Context: an optimization exercise on an open-source flow, tuned for small area. The choices shown serve that exercise and are no tape-out recipe. The RTL was checked by simulation tests, not by an equivalence proof against the original design. No activity file was given, so power comes from the tool's default toggle rates.

==> v18 <==
==> flow/design.v <==
module spi_flash_slave #(
    parameter int          P_MEM_DEPTH   = 256,
    parameter int          P_PROG_CYCLES = 64,
    parameter logic [23:0] P_JEDEC_ID    = 24'hEF4018
) (
    input  logic clk,
    input  logic rst,
    input  logic i_spi_cs,
    input  logic i_spi_clk,
    input  logic i_spi_mosi,
    output logic o_spi_miso,
    output logic o_busy,
    output logic o_wel
);
    localparam logic [7:0] OP_WREN  = 8'h06;
    localparam logic [7:0] OP_WRDI  = 8'h04;
    localparam logic [7:0] OP_RDSR  = 8'h05;
    localparam logic [7:0] OP_JEDEC = 8'h9F;
    localparam logic [7:0] OP_READ  = 8'h03;
    localparam logic [7:0] OP_PP    = 8'h02;
    localparam logic [7:0] OP_CE    = 8'hC7;
    typedef enum logic [3:0] {
        ST_IDLE    = 4'd0,
        ST_CMD     = 4'd1,
        ST_ADDR_RD = 4'd2,
        ST_ADDR_PP = 4'd3,
        ST_OUT_SR  = 4'd4,
        ST_OUT_ID  = 4'd5,
        ST_OUT_RD  = 4'd6,
        ST_DIN     = 4'd7,
        ST_DIN_ANY = 4'd8,
        ST_W_WREN  = 4'd9,
        ST_W_WRDI  = 4'd10,
        ST_W_CE    = 4'd11,
        ST_IGNORE  = 4'd12
    } state_t;
    state_t state_r;
    logic [2:0] cs_sync_r, sclk_sync_r;
    logic [1:0] mosi_sync_r;
    logic [4:0] cnt_r;
    logic [6:0] shift_r;
    logic [7:0] addr_r;
    logic [1:0] id_idx_r;
    logic       busy_cap_r, miso_r, busy_r, wel_r;
    logic [7:0] busy_cnt_r;
    logic [7:0] wbuf_r;
    logic       wpend_r;
    logic [3:0] rot_r;
    logic [15:0][15:0][7:0] ring_r;
    logic       cs_s, cs_fall_s, sclk_rise_s, sclk_fall_s, mosi_s, prog_we_s, erase_s, hit_s;
    logic [7:0] shift_full_s;
    logic       out_bit_s;
    assign cs_s         = cs_sync_r[1];
    assign cs_fall_s    = cs_sync_r[2] & ~cs_sync_r[1];
    assign sclk_rise_s  = ~sclk_sync_r[2] & sclk_sync_r[1];
    assign sclk_fall_s  = sclk_sync_r[2] & ~sclk_sync_r[1];
    assign mosi_s       = mosi_sync_r[1];
    assign shift_full_s = {shift_r, mosi_s};
    assign erase_s      = busy_r & busy_cnt_r[7];
    assign prog_we_s    = ((state_r == ST_DIN) || (state_r == ST_DIN_ANY)) && !cs_s && sclk_rise_s
                          && (cnt_r[2:0] == 3'd7);
    assign hit_s        = wpend_r && (addr_r[7:4] == ~rot_r);
    function automatic state_t decode_op(input logic [7:0] op, input logic busy, input logic wel);
        state_t st;
        if (busy && (op != OP_RDSR)) begin
            st = ST_IGNORE;
        end else begin
            case (op)
                OP_WREN:  st = ST_W_WREN;
                OP_WRDI:  st = ST_W_WRDI;
                OP_CE:    st = ST_W_CE;
                OP_RDSR:  st = ST_OUT_SR;
                OP_JEDEC: st = ST_OUT_ID;
                OP_READ:  st = ST_ADDR_RD;
                OP_PP:    st = wel ? ST_ADDR_PP : ST_IGNORE;
                default:  st = ST_IGNORE;
            endcase
        end
        decode_op = st;
    endfunction
    logic [7:0] id_s;
    always_comb begin
        case (id_idx_r)
            2'd0:    id_s = P_JEDEC_ID[23:16];
            2'd1:    id_s = P_JEDEC_ID[15:8];
            2'd2:    id_s = P_JEDEC_ID[7:0];
            default: id_s = 8'h00;
        endcase
    end
    logic [3:0] pos_s;
    logic [15:0][7:0] col_s;    
    logic       b7_s;
    logic [6:0] pre_r;
    assign pos_s = addr_r[7:4] + rot_r;
    assign col_s = ring_r[addr_r[3:0]];
    assign b7_s  = col_s[pos_s][7];
    function automatic logic [3:0] tap4(input logic [3:0] p);    
        tap4 = p[3] ? 4'd10 : (p[2] ? 4'd5 : 4'd0);
    endfunction
    always_ff @(posedge clk) begin
        if (pos_s[0] == 1'b0)      pre_r[6] <= col_s[{pos_s[3:1], 1'b0}][6];
        if (pos_s[1:0] == 2'b00)   pre_r[5] <= col_s[{pos_s[3:2], 2'b00}][5];
        if (pos_s == 4'd0 || pos_s == 4'd5 || pos_s == 4'd10)
                                   pre_r[4] <= col_s[tap4(pos_s)][4];
        if (pos_s[2:0] == 3'b000) begin
            pre_r[3] <= col_s[{pos_s[3], 3'b000}][3];
            pre_r[2] <= col_s[{pos_s[3], 3'b000}][2];
            pre_r[1] <= col_s[{pos_s[3], 3'b000}][1];
            pre_r[0] <= col_s[{pos_s[3], 3'b000}][0];
        end
    end
    always_comb begin
        case (state_r)
            ST_OUT_SR: out_bit_s = (cnt_r[2:0] == 3'd6) ? wel_r :
                                   (cnt_r[2:0] == 3'd7) ? busy_cap_r : 1'b0;
            ST_OUT_ID: out_bit_s = id_s[~cnt_r[2:0]];
            default:   out_bit_s = (cnt_r[2:0] == 3'd0) ? b7_s : pre_r[~cnt_r[2:0]];
        endcase
    end
    state_t     state_n;
    logic       miso_n, busy_n, wel_n;
    logic [4:0] cnt_n;
    logic [7:0] busy_cnt_n;
    always_comb begin
        state_n    = state_r;
        miso_n     = miso_r;
        busy_n     = busy_r;
        wel_n      = wel_r;
        cnt_n      = cnt_r;
        busy_cnt_n = busy_cnt_r;
        if (busy_r) begin
            busy_cnt_n = busy_cnt_r - 8'd1;
            if (busy_cnt_r == 8'd0) busy_n = 1'b0;
        end
        if ((state_r != ST_IDLE) && cs_s) begin
            state_n = ST_IDLE;
            miso_n  = 1'b1;
            cnt_n   = 5'd0;
            case (state_r)
                ST_W_WREN: wel_n = 1'b1;
                ST_W_WRDI: wel_n = 1'b0;
                ST_W_CE: begin
                    if (wel_r) begin
                        busy_n     = 1'b1;
                        busy_cnt_n = 8'd255;
                        wel_n      = 1'b0;
                    end
                end
                ST_DIN_ANY: begin
                    busy_n     = 1'b1;
                    busy_cnt_n = 8'd63;
                    wel_n      = 1'b0;
                end
                default: ;
            endcase
        end else begin
            case (state_r)
                ST_IDLE: begin
                    if (cs_fall_s) begin
                        state_n = ST_CMD;
                        cnt_n   = 5'd0;
                        miso_n  = 1'b1;
                    end
                end
                ST_CMD: begin
                    if (sclk_rise_s) begin
                        if (cnt_r[2:0] == 3'd7) begin
                            state_n = decode_op(shift_full_s, busy_r, wel_r);
                            cnt_n   = 5'd0;
                        end else begin
                            cnt_n = cnt_r + 5'd1;
                        end
                    end
                end
                ST_ADDR_RD, ST_ADDR_PP: begin
                    if (sclk_rise_s) begin
                        if (cnt_r == 5'd23) begin
                            cnt_n   = 5'd0;
                            state_n = (state_r == ST_ADDR_RD) ? ST_OUT_RD : ST_DIN;
                        end else begin
                            cnt_n = cnt_r + 5'd1;
                        end
                    end
                end
                ST_OUT_SR, ST_OUT_ID, ST_OUT_RD: begin
                    if (sclk_fall_s) begin
                        miso_n     = out_bit_s;
                        cnt_n[2:0] = cnt_r[2:0] + 3'd1;
                    end
                end
                ST_DIN, ST_DIN_ANY: begin
                    if (sclk_rise_s) begin
                        if (cnt_r[2:0] == 3'd7) begin
                            state_n    = ST_DIN_ANY;
                            cnt_n[2:0] = 3'd0;
                        end else begin
                            cnt_n[2:0] = cnt_r[2:0] + 3'd1;
                        end
                    end
                end
                default: ;
            endcase
        end
    end
    always_ff @(posedge clk or negedge rst) begin
        if (!rst) begin
            state_r     <= ST_IDLE;
            cs_sync_r   <= 3'b111;
            sclk_sync_r <= 3'b000;
            miso_r      <= 1'b1;
            busy_r      <= 1'b0;
            wel_r       <= 1'b0;
        end else begin
            cs_sync_r   <= {cs_sync_r[1:0], i_spi_cs};
            sclk_sync_r <= {sclk_sync_r[1:0], i_spi_clk};
            state_r     <= state_n;
            miso_r      <= miso_n;
            busy_r      <= busy_n;
            wel_r       <= wel_n;
        end
    end
    always_ff @(posedge clk) begin
        mosi_sync_r <= {mosi_sync_r[0], i_spi_mosi};
        cnt_r       <= cnt_n;
        busy_cnt_r  <= busy_cnt_n;
        rot_r       <= erase_s ? 4'd0 : rot_r + 4'd1;
        if ((state_r == ST_CMD) && !cs_s && sclk_rise_s && (cnt_r[2:0] == 3'd7)) begin
            busy_cap_r <= busy_r;
            id_idx_r   <= 2'd0;
        end else if (((state_r == ST_OUT_SR) || (state_r == ST_OUT_ID)) && !cs_s && sclk_fall_s
                     && (cnt_r[2:0] == 3'd7)) begin
            busy_cap_r <= busy_r;
            if (id_idx_r != 2'd3) id_idx_r <= id_idx_r + 2'd1;
        end
        if (((state_r == ST_CMD) || (state_r == ST_DIN) || (state_r == ST_DIN_ANY)) && !cs_s && sclk_rise_s)
            shift_r <= shift_full_s[6:0];
        if (((state_r == ST_ADDR_RD) || (state_r == ST_ADDR_PP)) && !cs_s && sclk_rise_s)
            addr_r <= {addr_r[6:0], mosi_s};
        else if ((state_r == ST_OUT_RD) && !cs_s && sclk_fall_s && (cnt_r[2:0] == 3'd7))
            addr_r <= addr_r + 8'd1;
        else if (hit_s)
            addr_r <= addr_r + 8'd1;
        if (prog_we_s) wbuf_r <= shift_full_s;
        wpend_r <= prog_we_s | (wpend_r & ~hit_s & ~erase_s);
    end
    always_ff @(posedge clk) begin
        for (int r = 0; r < 16; r++) begin
            for (int k = 1; k < 16; k++) ring_r[r][k] <= ring_r[r][k-1];
            if (erase_s)
                ring_r[r][0] <= 8'hFF;
            else if (hit_s && (addr_r[3:0] == 4'(r)))
                ring_r[r][0] <= ring_r[r][15] & wbuf_r;
            else
                ring_r[r][0] <= ring_r[r][15];
        end
    end
    assign o_spi_miso = miso_r;
    assign o_busy     = busy_r;
    assign o_wel      = wel_r;
endmodule
==> flow/run.sh <==
#!/bin/bash
# synth_recipe.tcl (not shown) runs the flow's synth.tcl, then flattens the netlist and writes it again
# the make line also repeats each setting of config.mk as NAME=value (left out here)
make -C /OpenROAD-flow-scripts/flow DESIGN_CONFIG=/design/flow/config.mk WORK_HOME=/design/flow/orfs CLKGATE_MAP_FILE= SYNTH_SCRIPT=/design/flow/synth_recipe.tcl finish
==> flow/config.mk <==
export PLATFORM = sky130hd
export DESIGN_NAME = spi_flash_slave
export DESIGN_NICKNAME = spi_flash_slave
export VERILOG_FILES = /design/flow/design.v
export SDC_FILE = /design/flow/constraint.sdc
export NUM_CORES = 4
export LEC_CHECK = 0
export CAP_MARGIN = 20
export CORE_MARGIN = 2
export CORE_UTILIZATION = 35
export PLACE_DENSITY = 0.45
export SLEW_MARGIN = 20
==> flow/constraint.sdc <==
create_clock -name core_clock -period 10.0 [get_ports {clk}]
set_input_delay 2.0000 -clock core_clock [delete_from_list [all_inputs] [get_ports {clk}]]
set_output_delay 2.0000 -clock core_clock [all_outputs]
set_load 0.01 [all_outputs]
==> inputs of v10, as changes to v18 <==
--- a/flow/design.v
+++ b/flow/design.v
@@ -90,22 +90,66 @@
     logic [3:0] pos_s;
-    logic [15:0][7:0] col_s;    
+    logic [6:0] pre_r;
+    logic [1:0] c7_r;
+    logic [6:0] tg7_s;          
+    logic [3:0] pos7_s;
     logic       b7_s;
-    logic [6:0] pre_r;
-    assign pos_s = addr_r[7:4] + rot_r;
-    assign col_s = ring_r[addr_r[3:0]];
-    assign b7_s  = col_s[pos_s][7];
-    function automatic logic [3:0] tap4(input logic [3:0] p);    
-        tap4 = p[3] ? 4'd10 : (p[2] ? 4'd5 : 4'd0);
-    endfunction
+    assign pos_s  = addr_r[7:4] + rot_r;
+    assign tg7_s  = (state_r != ST_OUT_RD) ? addr_r[6:0] :
+                    (cnt_r[2:0] != 3'd0)   ? addr_r[7:1] + 7'(addr_r[0]) : addr_r[7:1];
+    assign pos7_s = tg7_s[6:3] + rot_r;
+    assign b7_s   = addr_r[0] ? c7_r[1] : c7_r[0];
+    logic [15:0] r_oh;
+    logic [7:0]  g7_oh, t7_oh, t6_oh;
+    logic [3:0]  t5_oh;
+    logic [2:0]  t4_oh;
+    logic [1:0]  t0_oh;
+    logic [1:0]  v7_s;
+    logic [6:0]  v_s;
+    assign r_oh  = 16'd1 << addr_r[3:0];
+    assign g7_oh = 8'd1 << tg7_s[2:0];
+    assign t7_oh = 8'd1 << pos7_s[3:1];
+    assign t6_oh = 8'd1 << pos_s[3:1];
+    assign t5_oh = 4'd1 << pos_s[3:2];
+    assign t4_oh = {pos_s[3], ~pos_s[3] & pos_s[2], ~pos_s[3] & ~pos_s[2]};    
+    assign t0_oh = {pos_s[3], ~pos_s[3]};                                      
+    always_comb begin
+        logic u;
+        v7_s = '0;
+        v_s  = '0;
+        for (int x = 0; x < 2; x++) begin
+            for (int j = 0; j < 8; j++) begin
+                u = 1'b0;
+                for (int g = 0; g < 8; g++) u = u | (g7_oh[g] & ring_r[2*g+x][2*j][7]);
+                v7_s[x] = v7_s[x] | (t7_oh[j] & u);
+            end
+        end
+        for (int j = 0; j < 8; j++) begin
+            u = 1'b0;
+            for (int r = 0; r < 16; r++) u = u | (r_oh[r] & ring_r[r][2*j][6]);
+            v_s[6] = v_s[6] | (t6_oh[j] & u);
+        end
+        for (int j = 0; j < 4; j++) begin
+            u = 1'b0;
+            for (int r = 0; r < 16; r++) u = u | (r_oh[r] & ring_r[r][4*j][5]);
+            v_s[5] = v_s[5] | (t5_oh[j] & u);
+        end
+        for (int j = 0; j < 3; j++) begin
+            u = 1'b0;
+            for (int r = 0; r < 16; r++) u = u | (r_oh[r] & ring_r[r][5*j][4]);
+            v_s[4] = v_s[4] | (t4_oh[j] & u);
+        end
+        for (int b = 0; b < 4; b++) begin
+            for (int j = 0; j < 2; j++) begin
+                u = 1'b0;
+                for (int r = 0; r < 16; r++) u = u | (r_oh[r] & ring_r[r][8*j][b]);
+                v_s[b] = v_s[b] | (t0_oh[j] & u);
+            end
+        end
+    end
     always_ff @(posedge clk) begin
-        if (pos_s[0] == 1'b0)      pre_r[6] <= col_s[{pos_s[3:1], 1'b0}][6];
-        if (pos_s[1:0] == 2'b00)   pre_r[5] <= col_s[{pos_s[3:2], 2'b00}][5];
-        if (pos_s == 4'd0 || pos_s == 4'd5 || pos_s == 4'd10)
-                                   pre_r[4] <= col_s[tap4(pos_s)][4];
-        if (pos_s[2:0] == 3'b000) begin
-            pre_r[3] <= col_s[{pos_s[3], 3'b000}][3];
-            pre_r[2] <= col_s[{pos_s[3], 3'b000}][2];
-            pre_r[1] <= col_s[{pos_s[3], 3'b000}][1];
-            pre_r[0] <= col_s[{pos_s[3], 3'b000}][0];
-        end
+        if (pos7_s[0] == 1'b0)                              c7_r     <= v7_s;
+        if (pos_s[0] == 1'b0)                               pre_r[6] <= v_s[6];
+        if (pos_s[1:0] == 2'b00)                            pre_r[5] <= v_s[5];
+        if (pos_s == 4'd0 || pos_s == 4'd5 || pos_s == 4'd10) pre_r[4] <= v_s[4];
+        if (pos_s[2:0] == 3'b000)                           pre_r[3:0] <= v_s[3:0];
     end
==> flow/flow/run.sh (new file) <==
#!/bin/bash
# Standard ORFS layout (the standard.sh), with clock tree synthesis told not to add dummy
# loads and to build its leaf clusters from clkbuf_8 cells. Each tool's output is in
# orfs/logs/; make's own output is in make_finish.log.
set -euo pipefail
export CTS_ARGS="-sink_clustering_enable -repair_clock_nets -dont_use_dummy_load -sink_clustering_size 18 -sink_clustering_max_diameter 50 -buf_list sky130_fd_sc_hd__clkbuf_8"
bash standard.sh finish > make_finish.log 2>&1
==> flow/standard.sh (new file) <==
#!/bin/bash
# synth_recipe.tcl (not shown) runs the flow's synth.tcl, then flattens the netlist and writes it again
# the make line also repeats each setting of config.mk as NAME=value (left out here)
make -C /OpenROAD-flow-scripts/flow DESIGN_CONFIG=/design/flow/config.mk WORK_HOME=/design/flow/orfs CLKGATE_MAP_FILE= SYNTH_SCRIPT=/design/flow/synth_recipe.tcl "${@:-finish}"
Settings changed: CORE_UTILIZATION 35 to 55, PLACE_DENSITY 0.45 to 0.65.
removed: flow/run.sh
==> results.txt <==
Run status: v18 finished clean; v10 finished clean
Detailed-routed wire length on met2: v18 44.6 mm; v10 43.7 mm
Static leakage power: v18 24.2 nW; v10 21.6 nW
Initial antenna violation count: v18 11; v10 3
Fraction of area in clock buffers and inverters: v18 11.8%; v10 3.83%
Final standard cell area without fillers: v18 60300 sq um; v10 53200 sq um
Area of the mapped netlist: v18 50900 sq um; v10 49900 sq um
Library cell used as clock root buffer: v18 sky130_fd_sc_hd__clkbuf_16; v10 sky130_fd_sc_hd__clkbuf_8
CTS buffer count: v18 199; v10 148
Area of the multi-input gates: v18 7690 sq um; v10 6590 sq um
CP endpoint kind: v18 output pin; v10 flip-flop
Register bit total from synthesis: v18 2114; v10 2116
Share of async-settable or async-resettable flops after synthesis: v18 0.615%; v10 0.614%
Clock transition at path regs: v18 0.06 ns; v10 0.10 ns
Portion of the post-synthesis area used by sequential elements: v18 83.9%; v10 85.8%
Non-clock inverter instance count of the final layout: v18 20; v10 21
Clock network power: v18 7.82 mW; v10 3.68 mW
Mapped Cells: v18 3090; v10 3263
Wire length of the first global-routing pass: v18 151 mm; v10 146 mm
Multi-input gate share of the layout cell area: v18 12.8%; v10 12.4%

-- afterwards: timing with drivers on the ports --
The results above use ideal ports. As a check the final layouts listed here were re-extracted and re-timed, cells and wires unchanged.
Step 1 sets driving cells, clkbuf_16 on the clock port and buf_2 on the other inputs (assumed; they add their load-dependent delay and slew).
Step 2 also shifts input and output timing later by t, the mid clock arrival at the registers, as if the neighbouring blocks saw the same clock.
Three values: ideal, step 1, step 2; two values: the first two.
run | t (ns) | slack for setup (ns) | worst setup path after step 2
v18 | 0.869 | 5.845 / 5.765 / 6.251 | register to register
v10 | 0.854 | 5.586 / 5.586 / 5.586 | register to register
After both steps setup and hold are still met in every run listed.
